This design comes from an exercise in tuning for a short achievable clock period and few clock cycles per item on the open sky130 flow, not from production work. Function was checked by simulation only, so behaviour that the tests miss may differ from the original.

===== flow/config.mk =====
export PLATFORM = sky130hd
export DESIGN_NAME = pecf_top
export DESIGN_NICKNAME = pecf_top
export VERILOG_FILES = /design/flow/design.v
export SDC_FILE = /design/flow/constraint.sdc
export NUM_CORES = 4
export LEC_CHECK = 0
export CAP_MARGIN = 20
export CORE_MARGIN = 2
export CORE_UTILIZATION = 40
export PLACE_DENSITY = 0.6
export SLEW_MARGIN = 20

===== flow/design.v =====
`timescale 1ns / 1ps
`default_nettype none
package pecf_pkg;
  localparam int DEF_DIGIT_W = 4;
  localparam int DIFF_W = 33;
  localparam int SMOOTH_GAIN_W = 17;
  localparam int Q24_GAIN_W    = 25;
  localparam int CFG_DATA_W    = 25;
  localparam int CFG_ADDR_W    = 2;
  localparam logic [SMOOTH_GAIN_W-1:0] SMOOTH_ONE = 17'h1_0000;
  localparam logic [Q24_GAIN_W-1:0]    Q24_ONE    = 25'h100_0000;
  localparam logic [SMOOTH_GAIN_W-1:0] SMOOTH_GAIN_RST    = 17'd19661;
  localparam logic [Q24_GAIN_W-1:0]    BIAS_GAIN_RST      = 25'd11177;
  localparam logic [Q24_GAIN_W-1:0]    OFS_LEARN_GAIN_RST = 25'd8389;
  localparam logic [CFG_ADDR_W-1:0] CFG_SMOOTH_GAIN    = 2'd0;
  localparam logic [CFG_ADDR_W-1:0] CFG_FUSION_ENABLE  = 2'd1;
  localparam logic [CFG_ADDR_W-1:0] CFG_BIAS_GAIN      = 2'd2;
  localparam logic [CFG_ADDR_W-1:0] CFG_OFS_LEARN_GAIN = 2'd3;
  localparam logic [7:0] MODE_NORMAL = 8'd0;
  localparam logic [7:0] MODE_SPIN_A = 8'd1;
  localparam logic [7:0] MODE_SPIN_B = 8'd2;
  typedef struct packed {
    logic signed [31:0] pos_x;
    logic signed [31:0] pos_y;
    logic signed [31:0] yaw_in;
    logic signed [31:0] ctrl_yaw;
    logic               ctrl_yaw_valid;
    logic        [7:0]  ctrl_mode;
  } pecf_in_t;
  typedef struct packed {
    logic signed [31:0] smooth_x;
    logic signed [31:0] smooth_y;
    logic signed [31:0] smooth_yaw;
    logic signed [31:0] clean_yaw;
  } pecf_out_t;
  typedef struct packed {
    logic                     start;
    logic                     q24;
    logic signed [DIFF_W-1:0] d;
    logic [Q24_GAIN_W-1:0]    g;
  } pecf_mreq_t;
  typedef struct packed {
    logic        done;
    logic [31:0] step;
  } pecf_mres_t;
endpackage
`default_nettype wire
`timescale 1ns / 1ps
`default_nettype none
import pecf_pkg::*;
module pecf_mul #(
  parameter int DIGIT_W = pecf_pkg::DEF_DIGIT_W
) (
  input  wire                 clk,
  input  wire                 rst,
  input  pecf_pkg::pecf_mreq_t req,
  output pecf_pkg::pecf_mres_t res
);
  localparam int ACC_W = DIFF_W + DIGIT_W + 1;
  localparam int GSH_W = 24;
  localparam int N16   = 16 / DIGIT_W;
  localparam int N24   = 24 / DIGIT_W;
  localparam int CNT_W = $clog2(N24 + 1);
  logic                     busy;
  logic                     done;
  logic [CNT_W-1:0]         cnt;
  logic [GSH_W-1:0]         gsh;
  logic signed [DIFF_W-1:0] dreg;
  logic signed [ACC_W-1:0]  acc;
  logic                     rbit;
  logic                     full;
  logic [DIGIT_W-1:0]       digit;
  logic signed [ACC_W-1:0]  prod;
  logic signed [ACC_W-1:0]  sum;
  assign digit = gsh[DIGIT_W-1:0];
  assign prod  = $signed({{(ACC_W-DIFF_W){dreg[DIFF_W-1]}}, dreg}) *
                 $signed({{(ACC_W-DIGIT_W){1'b0}}, digit});
  assign sum   = acc + prod;
  always_ff @(posedge clk) begin
    done <= 1'b0;
    if (req.start) begin
      busy <= 1'b1;
      acc  <= '0;
      rbit <= 1'b0;
      dreg <= req.d;
      gsh  <= req.g[GSH_W-1:0];
      full <= req.q24 ? req.g[24] : req.g[16];
      cnt  <= req.q24 ? CNT_W'(N24) : CNT_W'(N16);
    end else if (busy) begin
      acc  <= sum >>> DIGIT_W;
      rbit <= sum[DIGIT_W-1];
      gsh  <= gsh >> DIGIT_W;
      cnt  <= cnt - CNT_W'(1);
      if (cnt == CNT_W'(1)) begin
        busy <= 1'b0;
        done <= 1'b1;
      end
    end
    if (rst) begin
      busy <= 1'b0;
      done <= 1'b0;
    end
  end
  assign res.done = done;
  assign res.step = full ? dreg[31:0] : (acc[31:0] + {31'b0, rbit});
endmodule
`default_nettype wire
`timescale 1ns / 1ps
`default_nettype none
import pecf_pkg::*;
module pose_ema_yaw_complementary_filter #(
  parameter int DIGIT_W = pecf_pkg::DEF_DIGIT_W
) (
  input  wire                                clk,
  input  wire                                rst,
  input  wire                                in_valid,
  output logic                               in_ready,
  input  pecf_pkg::pecf_in_t                 in_data,
  output logic                               out_valid,
  input  wire                                out_ready,
  output pecf_pkg::pecf_out_t                out_data,
  input  wire                                cfg_we,
  input  wire  [pecf_pkg::CFG_ADDR_W-1:0]    cfg_addr,
  input  wire  [pecf_pkg::CFG_DATA_W-1:0]    cfg_data
);
  typedef enum logic [3:0] {
    S_IDLE,
    S_MX,
    S_MY,
    S_MYAW,
    S_FUSE,
    S_ALIGN,
    S_MOFS,
    S_MBIAS,
    S_DONE
  } state_t;
  state_t state;
  logic [SMOOTH_GAIN_W-1:0] smooth_gain;
  logic                     fusion_enable;
  logic [Q24_GAIN_W-1:0]    bias_gain;
  logic [Q24_GAIN_W-1:0]    ofs_learn_gain;
  logic [31:0] filt_x;
  logic [31:0] filt_y;
  logic [31:0] filt_yaw;
  logic        smooth_started;
  logic [31:0] yaw_offset;
  logic        offset_started;
  logic [31:0] yaw_bias;
  pecf_pkg::pecf_in_t    inr;
  logic        byp;
  logic [31:0] clean;
  pecf_pkg::pecf_mreq_t  mreq;
  pecf_pkg::pecf_mres_t  mres;
  logic [SMOOTH_GAIN_W-1:0] sg;
  logic [Q24_GAIN_W-1:0]    bg;
  logic [Q24_GAIN_W-1:0]    og;
  logic [Q24_GAIN_W-1:0]    bg_eff;
  logic [31:0]              syaw;
  logic [31:0]              aligned;
  logic [DIFF_W-1:0]        dy;
  logic [31:0]              dyaw;
  logic [31:0]              dofs;
  logic [31:0]              dbias;
  logic [31:0]              bias_new;
  assign sg = (smooth_gain > SMOOTH_ONE) ? SMOOTH_ONE : smooth_gain;
  assign bg = (bias_gain > Q24_ONE) ? Q24_ONE : bias_gain;
  assign og = (ofs_learn_gain > Q24_ONE) ? Q24_ONE : ofs_learn_gain;
  always_comb begin
    bg_eff = bg;
    if (inr.ctrl_mode == MODE_SPIN_A || inr.ctrl_mode == MODE_SPIN_B) begin
      bg_eff = '0;
    end
  end
  assign syaw     = byp ? inr.yaw_in : filt_yaw;
  assign aligned  = inr.ctrl_yaw + yaw_offset;
  assign dy       = {inr.pos_y[31], inr.pos_y} - {filt_y[31], filt_y};
  assign dyaw     = inr.yaw_in - filt_yaw;
  assign dofs     = syaw - aligned;
  assign dbias    = (aligned - syaw) - yaw_bias;
  assign bias_new = yaw_bias + mres.step;
  assign in_ready = (state == S_IDLE);
  pecf_mul #(
    .DIGIT_W (DIGIT_W)
  ) u_mul (
    .clk (clk),
    .rst (rst),
    .req (mreq),
    .res (mres)
  );
  always_ff @(posedge clk) begin
    if (cfg_we) begin
      case (cfg_addr)
        CFG_SMOOTH_GAIN:    smooth_gain    <= cfg_data[SMOOTH_GAIN_W-1:0];
        CFG_FUSION_ENABLE:  fusion_enable  <= cfg_data[0];
        CFG_BIAS_GAIN:      bias_gain      <= cfg_data[Q24_GAIN_W-1:0];
        CFG_OFS_LEARN_GAIN: ofs_learn_gain <= cfg_data[Q24_GAIN_W-1:0];
        default: ;
      endcase
    end
    if (rst) begin
      smooth_gain    <= SMOOTH_GAIN_RST;
      fusion_enable  <= 1'b1;
      bias_gain      <= BIAS_GAIN_RST;
      ofs_learn_gain <= OFS_LEARN_GAIN_RST;
    end
  end
  always_ff @(posedge clk) begin
    mreq.start <= 1'b0;
    if (out_valid && out_ready) begin
      out_valid <= 1'b0;
    end
    case (state)
      S_IDLE: begin
        if (in_valid) begin
          inr <= in_data;
          if (sg == '0) begin
            byp   <= 1'b1;
            state <= S_FUSE;
          end else if (!smooth_started) begin
            byp            <= 1'b0;
            filt_x         <= in_data.pos_x;
            filt_y         <= in_data.pos_y;
            filt_yaw       <= in_data.yaw_in;
            smooth_started <= 1'b1;
            state          <= S_FUSE;
          end else begin
            byp        <= 1'b0;
            mreq.start <= 1'b1;
            mreq.q24   <= 1'b0;
            mreq.d     <= {in_data.pos_x[31], in_data.pos_x} - {filt_x[31], filt_x};
            mreq.g     <= Q24_GAIN_W'(sg);
            state      <= S_MX;
          end
        end
      end
      S_MX: begin
        if (mres.done) begin
          filt_x     <= filt_x + mres.step;
          mreq.start <= 1'b1;
          mreq.d     <= dy;
          state      <= S_MY;
        end
      end
      S_MY: begin
        if (mres.done) begin
          filt_y     <= filt_y + mres.step;
          mreq.start <= 1'b1;
          mreq.d     <= {dyaw[31], dyaw};
          state      <= S_MYAW;
        end
      end
      S_MYAW: begin
        if (mres.done) begin
          filt_yaw <= filt_yaw + mres.step;
          state    <= S_FUSE;
        end
      end
      S_FUSE: begin
        if (fusion_enable && inr.ctrl_yaw_valid) begin
          if (!offset_started) begin
            yaw_offset     <= syaw - inr.ctrl_yaw;
            offset_started <= 1'b1;
          end
          state <= S_ALIGN;
        end else begin
          clean <= syaw;
          state <= S_DONE;
        end
      end
      S_ALIGN: begin
        mreq.start <= 1'b1;
        mreq.q24   <= 1'b1;
        if (inr.ctrl_mode == MODE_NORMAL) begin
          mreq.d <= {dofs[31], dofs};
          mreq.g <= og;
          state  <= S_MOFS;
        end else begin
          mreq.d <= {dbias[31], dbias};
          mreq.g <= bg_eff;
          state  <= S_MBIAS;
        end
      end
      S_MOFS: begin
        if (mres.done) begin
          yaw_offset <= yaw_offset + mres.step;
          mreq.start <= 1'b1;
          mreq.d     <= {dbias[31], dbias};
          mreq.g     <= bg_eff;
          state      <= S_MBIAS;
        end
      end
      S_MBIAS: begin
        if (mres.done) begin
          yaw_bias <= bias_new;
          clean    <= syaw + bias_new;
          state    <= S_DONE;
        end
      end
      S_DONE: begin
        if (!out_valid || out_ready) begin
          out_data.smooth_x   <= byp ? inr.pos_x : filt_x;
          out_data.smooth_y   <= byp ? inr.pos_y : filt_y;
          out_data.smooth_yaw <= syaw;
          out_data.clean_yaw  <= clean;
          out_valid           <= 1'b1;
          state               <= S_IDLE;
        end
      end
      default: begin
        state <= S_IDLE;
      end
    endcase
    if (rst) begin
      state          <= S_IDLE;
      out_valid      <= 1'b0;
      mreq.start     <= 1'b0;
      filt_x         <= '0;
      filt_y         <= '0;
      filt_yaw       <= '0;
      smooth_started <= 1'b0;
      yaw_offset     <= '0;
      offset_started <= 1'b0;
      yaw_bias       <= '0;
    end
  end
endmodule
`default_nettype wire
`timescale 1ns / 1ps
`default_nettype none
module pecf_top (
  input  wire         clk,
  input  wire         rst,
  input  wire         in_valid,
  output wire         in_ready,
  input  wire [31:0]  in_pos_x,
  input  wire [31:0]  in_pos_y,
  input  wire [31:0]  in_yaw,
  input  wire [31:0]  in_ctrl_yaw,
  input  wire         in_ctrl_yaw_valid,
  input  wire [7:0]   in_ctrl_mode,
  output wire         out_valid,
  input  wire         out_ready,
  output wire [31:0]  out_smooth_x,
  output wire [31:0]  out_smooth_y,
  output wire [31:0]  out_smooth_yaw,
  output wire [31:0]  out_clean_yaw,
  input  wire         cfg_we,
  input  wire [1:0]   cfg_addr,
  input  wire [24:0]  cfg_data
);
  pecf_pkg::pecf_in_t  in_data;
  pecf_pkg::pecf_out_t out_data;
  assign in_data.pos_x          = in_pos_x;
  assign in_data.pos_y          = in_pos_y;
  assign in_data.yaw_in         = in_yaw;
  assign in_data.ctrl_yaw       = in_ctrl_yaw;
  assign in_data.ctrl_yaw_valid = in_ctrl_yaw_valid;
  assign in_data.ctrl_mode      = in_ctrl_mode;
  assign out_smooth_x   = out_data.smooth_x;
  assign out_smooth_y   = out_data.smooth_y;
  assign out_smooth_yaw = out_data.smooth_yaw;
  assign out_clean_yaw  = out_data.clean_yaw;
  pose_ema_yaw_complementary_filter u_filt (
    .clk       (clk),
    .rst       (rst),
    .in_valid  (in_valid),
    .in_ready  (in_ready),
    .in_data   (in_data),
    .out_valid (out_valid),
    .out_ready (out_ready),
    .out_data  (out_data),
    .cfg_we    (cfg_we),
    .cfg_addr  (cfg_addr),
    .cfg_data  (cfg_data)
  );
endmodule
`default_nettype wire

===== flow/constraint.sdc =====
create_clock -name core_clock -period 8.0 [get_ports {clk}]
set_input_delay 1.6000 -clock core_clock [delete_from_list [all_inputs] [get_ports {clk}]]
set_output_delay 1.6000 -clock core_clock [all_outputs]
set_load 0.01 [all_outputs]

===== flow/run.sh =====
#!/bin/bash
# synth_recipe.tcl (not shown) runs the flow's synth.tcl, then flattens the netlist and writes it again
# the make line also repeats each setting of config.mk as NAME=value (left out here)
make -C /OpenROAD-flow-scripts/flow DESIGN_CONFIG=/design/flow/config.mk WORK_HOME=/design/flow/orfs CLKGATE_MAP_FILE= SYNTH_SCRIPT=/design/flow/synth_recipe.tcl finish

==> results.py, run 1 <==
metrics = {
    "detailed_routing": {
        "vias": 45800,
        "drtIter0Drc": 4974,
        "ant_nets": 0,
        "totalWireLength_um": 183000,
        "post-route-drc-count": 0,
        "drt_first_pass_iters": 6,
        "wire_per_inst_um": 23.0,
        "vias_per_cell": 5.75,
    },
    "floorplan": {
        "fp-row-count": 133,
        "io_pins": 299,
        "die_area_um2": 135000,
        "die_height_um": 368,
        "start_util_pct": 40.3,
        "chipWidth_um": 368,
        "core_area_um2": 131000,
    },
    "setup_path": {
        "worstPathRequired_ns": 8.42,
        "critical_path_class": "reg2reg",
        "endpoint_kind": "register",
        "startpoint_type": "register",
        "crit_fanout": 4,
        "worstPathArrival_ns": 7.73,
    },
    "timing": {
        "finalCritPeriodShare_pct": 91.3,
        "worstMarginPinSlew_ns": 1.09,
        "fin_crit_ns": 7.30,
        "setup_tns_ns": 0,
        "setup_ws_ns": 0.699,
        "rsz0062_at_grt": "no",
        "fmax_ghz": 0.137,
        "setup_viol": 0,
        "hold_viol_final": 0,
        "max-slew-margin-rel_pct": 27.1,
        "finClkSkew_ns": 0.0480,
        "hold_ws_ns": 0.417,
        "drv_slew": 0,
    },
    "final_layout": {
        "fin_area_um2": 61300,
        "area_growth_pct": 15.8,
        "layout_common_cells": "nand2_1, a21oi_1, ha_1",
        "final_nets": 6929,
        "mostFrequentLayoutCell": "nand2_1",
        "final_cell_count_no_fill": 7964,
        "fill_cells": 12700,
        "drive_above_1_share_pct": 5.49,
    },
    "cts": {
        "cts.sinks": 691,
        "cts_buffer_depth": 3,
        "worst_skew_pair.late_latency_ns": 0.74,
        "cts.htree.levels": 3,
        "cts_setup_buffers": 0,
        "cts_tree": "done",
        "hold_buffers": 0,
        "cts_buffers": 85,
        "path_clk_slew_ns": 0.06,
        "cts_resized": 0,
        "root_buffer": "clkbuf_16",
    },
    "place": {
        "port_buffers": 298,
        "dp_hpwl_um": 142000,
        "place_congestion": 0.963,
        "preCtsSetupSlack_ns": 0.824,
        "dp.cells": 7805,
        "dpl_cell_area_um2": 58300,
    },
    "logic_synthesis": {
        "synth_cells": 5849,
        "synth_top_family_by_area": "compound AO/OA/AOI/OAI gates",
        "ys.warnings.count": 2,
        "synth.mux.area_fraction_pct": 1.58,
        "yosys.cell_types.count": 99,
        "async_reset_ff_share_pct": 0,
        "ys_ff_latch": 691,
        "synth_area_um2": 52900,
        "synth-edff-count": 418,
        "syn_area_per_cell_um2": 9.05,
        "synth_nets": 6641,
        "synth_ff_type": "edfxtp_1",
        "yosys.area_share.simple_pct": 14.7,
        "synth-compound-area-share_pct": 21.5,
        "synthXorXnorAreaFrac_pct": 6.62,
        "yosys.area_share.adder_pct": 16.8,
        "ys_seq_area_share_pct": 34.0,
    },
    "global_routing": {
        "grt_pass1_wl_um": 272000,
        "antenna_found_initial": 6,
        "grt_max_degree": 89,
        "grt_overflow_total": 0,
        "grt_usage_pct": 26.4,
        "grt_pass1_vias": 43200,
    },
    "run": {
        "maxCapViolCount": 0,
    },
    "min_path": {
        "hp-class": "reg2reg",
    },
    "run_status": {
        "status": "complete, no violations",
    },
}
synth_stat cells (45+ instances only):
cell type,number,area [um^2]
a211oi_1,116,871
a21o_1,214,1610
a21oi_1,505,2530
a221oi_1,47,412
a31oi_1,54,338
and2_1,144,901
clkbuf_1,181,679
dfxtp_1,273,5470
edfxtp_1,418,12600
fa_1,143,2860
ha_1,480,6010
inv_1,453,1700
mux2i_1,52,521
nand2_1,615,2310
nand2b_1,71,444
nand3_1,111,556
nor2_1,366,1370
nor2b_1,45,282
nor3_1,82,410
o211ai_1,48,360
o21a_1,71,533
o21ai_0,312,1560
o21bai_1,57,428
xnor2_1,268,2350
xor2_1,132,1160
worst max-delay path, stage by stage, from the launching register on:
cell and delay, ns:
edfxtp_1 0.47, ha_1 0.35, a211oi_1 0.35, o211ai_1 0.30, a22oi_1 0.48, o21ai_1 0.19
a21o_1 0.21, a21o_1 0.19, a21o_1 0.17, a21o_1 0.19, a21o_1 0.17, a21oi_1 0.24
xnor2_1 0.19, fa_1 0.45, ha_1 0.34, and3_1 0.18, a221oi_1 0.39, o21ai_0 0.23
nor4b_2 0.31, o31ai_1 0.20, o41ai_2 0.39, nor2_1 0.10, a211oi_1 0.23, xor2_1 0.10
a221oi_1 0.43, o211ai_1 0.17
per-stage QoR:
stage | utilization, %
after global placement | 44.3
after detailed placement | 44.3
after global routing | 46.6
after floorplan | -
after CTS | 46.6
final | 46.6
registers in the layout, indices dropped and copies added (netlist names), 17 cells and up:
signal / cells
u_filt.out_data: 128
u_filt.ofs_learn_gain: 25
u_filt.u_mul.gsh: 24
u_filt.yaw_offset: 32
u_filt.inr: 137
u_filt.filt_yaw: 32
u_filt.smooth_gain: 17
u_filt.yaw_bias: 32
u_filt.filt_y: 32
u_filt.u_mul.acc: 34
u_filt.mreq: 60
u_filt.filt_x: 32
u_filt.u_mul.dreg: 33
u_filt.bias_gain: 25
u_filt.clean: 32
per-layer routing:
layer | GRT usage (%) | share of wire [%]
met5 | 0 | 0.0071
met4 | 10.2 | 4.1
met3 | 4.16 | 7.6
met2 | 40.8 | 44
met1 | 36.8 | 45
final cells by class:
class | count | area [um^2] | area share [%]
multi-input combinational | 4502 | 32600 | 53.1
clock inverter | 54 | 792 | 1.29
timing repair buffer | 403 | 3800 | 6.19
sequential | 691 | 18000 | 29.4
tap | 1755 | 2200 | 3.58
inverter | 454 | 1700 | 2.78
antenna | 1 | 2.50 | 0.00408
clock buffer | 104 | 2240 | 3.65
kinds of logic (layout without fill, tap and decap cells):
logic type | Yosys count | after routing
other | 0 | 1
multiplexers | 80 | 80
adder cells (fa/ha/maj) | 626 | 626
flip-flops | 691 | 691
XOR/XNOR | 400 | 400
AO/OA/AOI/OAI | 1747 | 1747
AND/OR/NAND/NOR | 1649 | 1649
buffers and inverters | 656 | 1015
final timing paths:
check | from | endpoint | slack, ns | depth (start not counted)
max | u_filt.inr[10] | u_filt.mreq[56] | 0.70 | 25
min | u_filt.mreq[48] | u_filt.u_mul.dreg[23] | 0.42 | 0
min reg2reg | u_filt.mreq[48] | u_filt.u_mul.dreg[23] | 0.42 | 0
max reg2reg | u_filt.inr[10] | u_filt.mreq[56] | 0.70 | 25
Testbench counts, summed over its fixed seeds: cycles 66,051, items 1,920.
==> run 2: changes to the inputs <==
--- a/flow/design.v
+++ b/flow/design.v
@@ -3,3 +3,3 @@
 package pecf_pkg;
-  localparam int DEF_DIGIT_W = 4;
+  localparam int DEF_DIGIT_W = 8;
   localparam int DIFF_W = 33;
--- a/flow/config.mk
+++ b/flow/config.mk
@@ -7,2 +7,3 @@
 export LEC_CHECK = 0
+export ABC_CLOCK_PERIOD_IN_PS = 4000
 export CAP_MARGIN = 20
@@ -11,2 +12,3 @@
 export PLACE_DENSITY = 0.6
+export SETUP_SLACK_MARGIN = 3
 export SLEW_MARGIN = 20
==> run 2 against run 1 <==
Compared with the run above: critical path depth down 1; final area is 15% higher; clock skew increased by 0.0017 ns; synthesized area up 6.3%; maximum frequency up 22%; clock-buffer cell count increased by 8; synthesized cell count is 6.0% higher; worst hold slack lost 0.0068 ns; critical path type unchanged.
==> results.py, run 2 <==
metrics = {
    "run_status": {
        "status": "complete, no violations",
    },
    "cts": {
        "cts_buffers": 85,
        "hold_buffers": 0,
        "root_buffer": "clkbuf_16",
        "cts.htree.levels": 3,
        "path_clk_slew_ns": 0.07,
        "worst_skew_pair.late_latency_ns": 0.72,
        "cts_tree": "done",
        "cts_buffer_depth": 3,
        "cts.sinks": 690,
    },
    "final_layout": {
        "area_growth_pct": 24.8,
        "fill_cells": 12800,
        "drive_above_1_share_pct": 15.7,
        "layout_common_cells": "nand2_1, inv_1, a21oi_1",
        "final_nets": 7698,
        "regMostFlops": "u_filt.inr",
        "largest_reg_flops": 137,
        "reg_top3": "u_filt.inr: 137 flops, u_filt.out_data: 128 flops, u_filt.mreq: 60 flops",
        "mostFrequentLayoutCell": "nand2_1",
    },
    "setup_path": {
        "crit_path_cell_trace": "nand2_4, fa_1, inv_2, fa_1, fa_1, fa_1, inv_2, fa_1, inv_2, ha_4, a21o_1, a21o_1, a21oi_2, nor3b_4, buf_4, a221oi_4, a211oi_2, buf_4, o21ai_4, a41o_1, o21a_1, nor2_1, xor2_1, o22ai_1",
        "reg2reg_slack_ns": 1.99,
        "slowest_stage": "edfxtp_1",
        "startpoint_type": "register",
        "worstPathRequired_ns": 8.52,
        "endpoint_kind": "register",
        "crit_top_cell": "fa_1",
        "worstPathArrival_ns": 6.53,
        "critical_path_class": "reg2reg",
        "crit_fanout": 8,
        "cpPeakStageDelay_ns": 0.62,
        "worst-path-buf-inv": 5,
        "crit_family": "adder cells",
    },
    "timing": {
        "setup_viol": 0,
        "max-slew-margin-rel_pct": 23.2,
        "worstMarginPinSlew_ns": 1.15,
        "finClkSkew_ns": 0.0497,
        "hold_viol_final": 0,
        "hold_ws_ns": 0.410,
        "setup_tns_ns": 0,
        "fmax_ghz": 0.166,
        "drv_slew": 0,
        "fin_crit_ns": 6.01,
        "rsz0062_at_grt": "yes",
        "finalCritPeriodShare_pct": 75.1,
    },
    "logic_synthesis": {
        "ys_top_cells_by_count": "nand2_1, inv_1, a21oi_1, ha_1, edfxtp_1",
        "syn_area_per_cell_um2": 9.07,
        "synth_cells": 6201,
        "synth-edff-count": 417,
        "synth_ff_type": "edfxtp_1",
        "synth_area_leaders": "edfxtp_1, ha_1, fa_1",
        "yosys.area.top_type": "edfxtp_1",
        "yosys.cell_types.count": 84,
        "synth_area_um2": 56300,
        "synth_nets": 7151,
        "synth_most_common_cell": "nand2_1",
        "async_reset_ff_share_pct": 0,
        "ys_seq_area_share_pct": 32.0,
        "synth_top_cell_area_share_pct": 22.3,
        "ys_ff_latch": 690,
        "ys.warnings.count": 2,
    },
    "floorplan": {
        "start_util_pct": 40.3,
        "io_pins": 299,
        "die_area_um2": 144000,
        "chipWidth_um": 379,
        "fp-row-count": 137,
        "die_height_um": 379,
        "core_area_um2": 140000,
    },
    "detailed_routing": {
        "vias": 49200,
        "drt_first_pass_iters": 8,
        "ant_nets": 0,
        "post-route-drc-count": 0,
        "drtIter0Drc": 4454,
        "totalWireLength_um": 195000,
        "vias_per_cell": 5.66,
        "wire_per_inst_um": 22.4,
    },
    "global_routing": {
        "use_met3_pct": 5.53,
        "grt_util_met2_pct": 41.5,
        "grt_busiest_layer": "met2",
        "grt_pass1_vias": 47900,
        "antenna_found_initial": 3,
        "grt_pass1_wl_um": 289000,
        "grt_usage_pct": 26.5,
        "grt_max_degree": 129,
        "grt_overflow_total": 0,
        "use_met1_pct": 36.4,
    },
    "place": {
        "dp_hpwl_um": 146000,
        "place_congestion": 0.961,
        "port_buffers": 298,
    },
    "min_path": {
        "hp-class": "reg2reg",
    },
    "run": {
        "maxCapViolCount": 0,
    },
}
==> run 2: cell count changes in the layout (fill, tap and decap cells not counted), sizes merged, moves of 13 or more <==
cell and delta:
a31oi -17, and2 +37, buf +268, fa +140
ha +18, inv +158, mux2i -19, nand2 +84
nand2b -14, o211ai -13, o21a -14, o22ai +16
xor2 +14
==> run 2: final cells by class <==
type                            count  area [um^2]  share of cell area (%)
Clock inverter                     44          435                   0.620
Inverter                          615         2310                    3.29
Tap cell                         1876         2350                    3.34
Timing Repair Buffer              671         6190                    8.82
Antenna cell                        1         2.50                 0.00356
Clock buffer                      112         2340                    3.33
Sequential cell                   690        18000                    25.6
Multi-Input combinational cell   4685        38600                    55.0
==> run 2: logic make-up after synthesis <==
family / count (synthesis) / share of synthesized area, %
and+or+nand+nor: 1748 / 14.5
AOI/OAI and AO/OA: 1684 / 19.3
buffers and inverters: 826 / 5.51
adders and majority gates: 781 / 21.1
DFF: 690 / 32.0
xor gates and xnor gates: 415 / 6.46
muxes: 57 / 1.07
==> run 2: repair_timing <==
| item | in CTS | in global routing |
|---|---|---|
| resized for setup | 336 | 302 |
| endpoints found under the setup margin | 131 | 100 |
| cloned | 1 | 0 |
| setup buffers | 190 | 87 |
| pin swaps | 213 | 221 |
==> run 2: per-stage QoR <==
step                utilization, %  instances  setup WS, ns  cell area (um^2)
detailed placement            44.5       8258          1.09             62000
CTS                           48.8       8605          1.84             68000
finish                        50.3       8694          1.99             70200
global route                  50.3       8694          1.80             70200
floorplan                        -       6201          2.43             56700
global placement              44.5       8258          1.19             62000
==> run 2: path summary, 6_finish.rpt <==
path / endpoint / start / cells after the start
worst max-delay path: u_filt.u_mul.acc[32] / u_filt.u_mul.dreg[11] / 24
worst min-delay path: u_filt.u_mul.dreg[20] / u_filt.mreq[45] / 0
worst max register to register: u_filt.u_mul.acc[32] / u_filt.u_mul.dreg[11] / 24
worst min register to register: u_filt.u_mul.dreg[20] / u_filt.mreq[45] / 0
==> run 2: metal layers <==
metal,vias up,share of wire (%)
met5,-,0.012
met4,4,3.2
met3,299,8.1
met2,1768,45
met1,24100,44
li1,23000,-
Testbench counts of run 2, summed over its fixed seeds: cycles 45,558, items 1,920.

## port drivers added, routing unchanged
No port has a modelled driver above. Below, the same layouts with a new extraction and two added sets of constraints. Step 1, drivers: a clkbuf_16 drives clk and a buf_2 each remaining input, both assumed. Step 2, shift: input delay + t, output delay - t, t = (earliest + latest rising clock arrival at the registers) / 2. This alone moves slack from input paths to output paths. Three values: no drivers, after step 1, after step 2; two values: the first two.
run | shift t [ns] | slack for setup (ns) | worst register clock-pin slew, ns
run 1 | 0.793 | 0.699 / 0.699 / 0.699 | 0.07 / 0.07
run 2 | 0.776 | 1.992 / 1.992 / 1.772 | 0.08 / 0.08
After both steps every run listed still meets setup and hold. The setup slack of run 2, which loses most, moves by 0.000 ns with the drivers and by -0.220 ns with both steps.
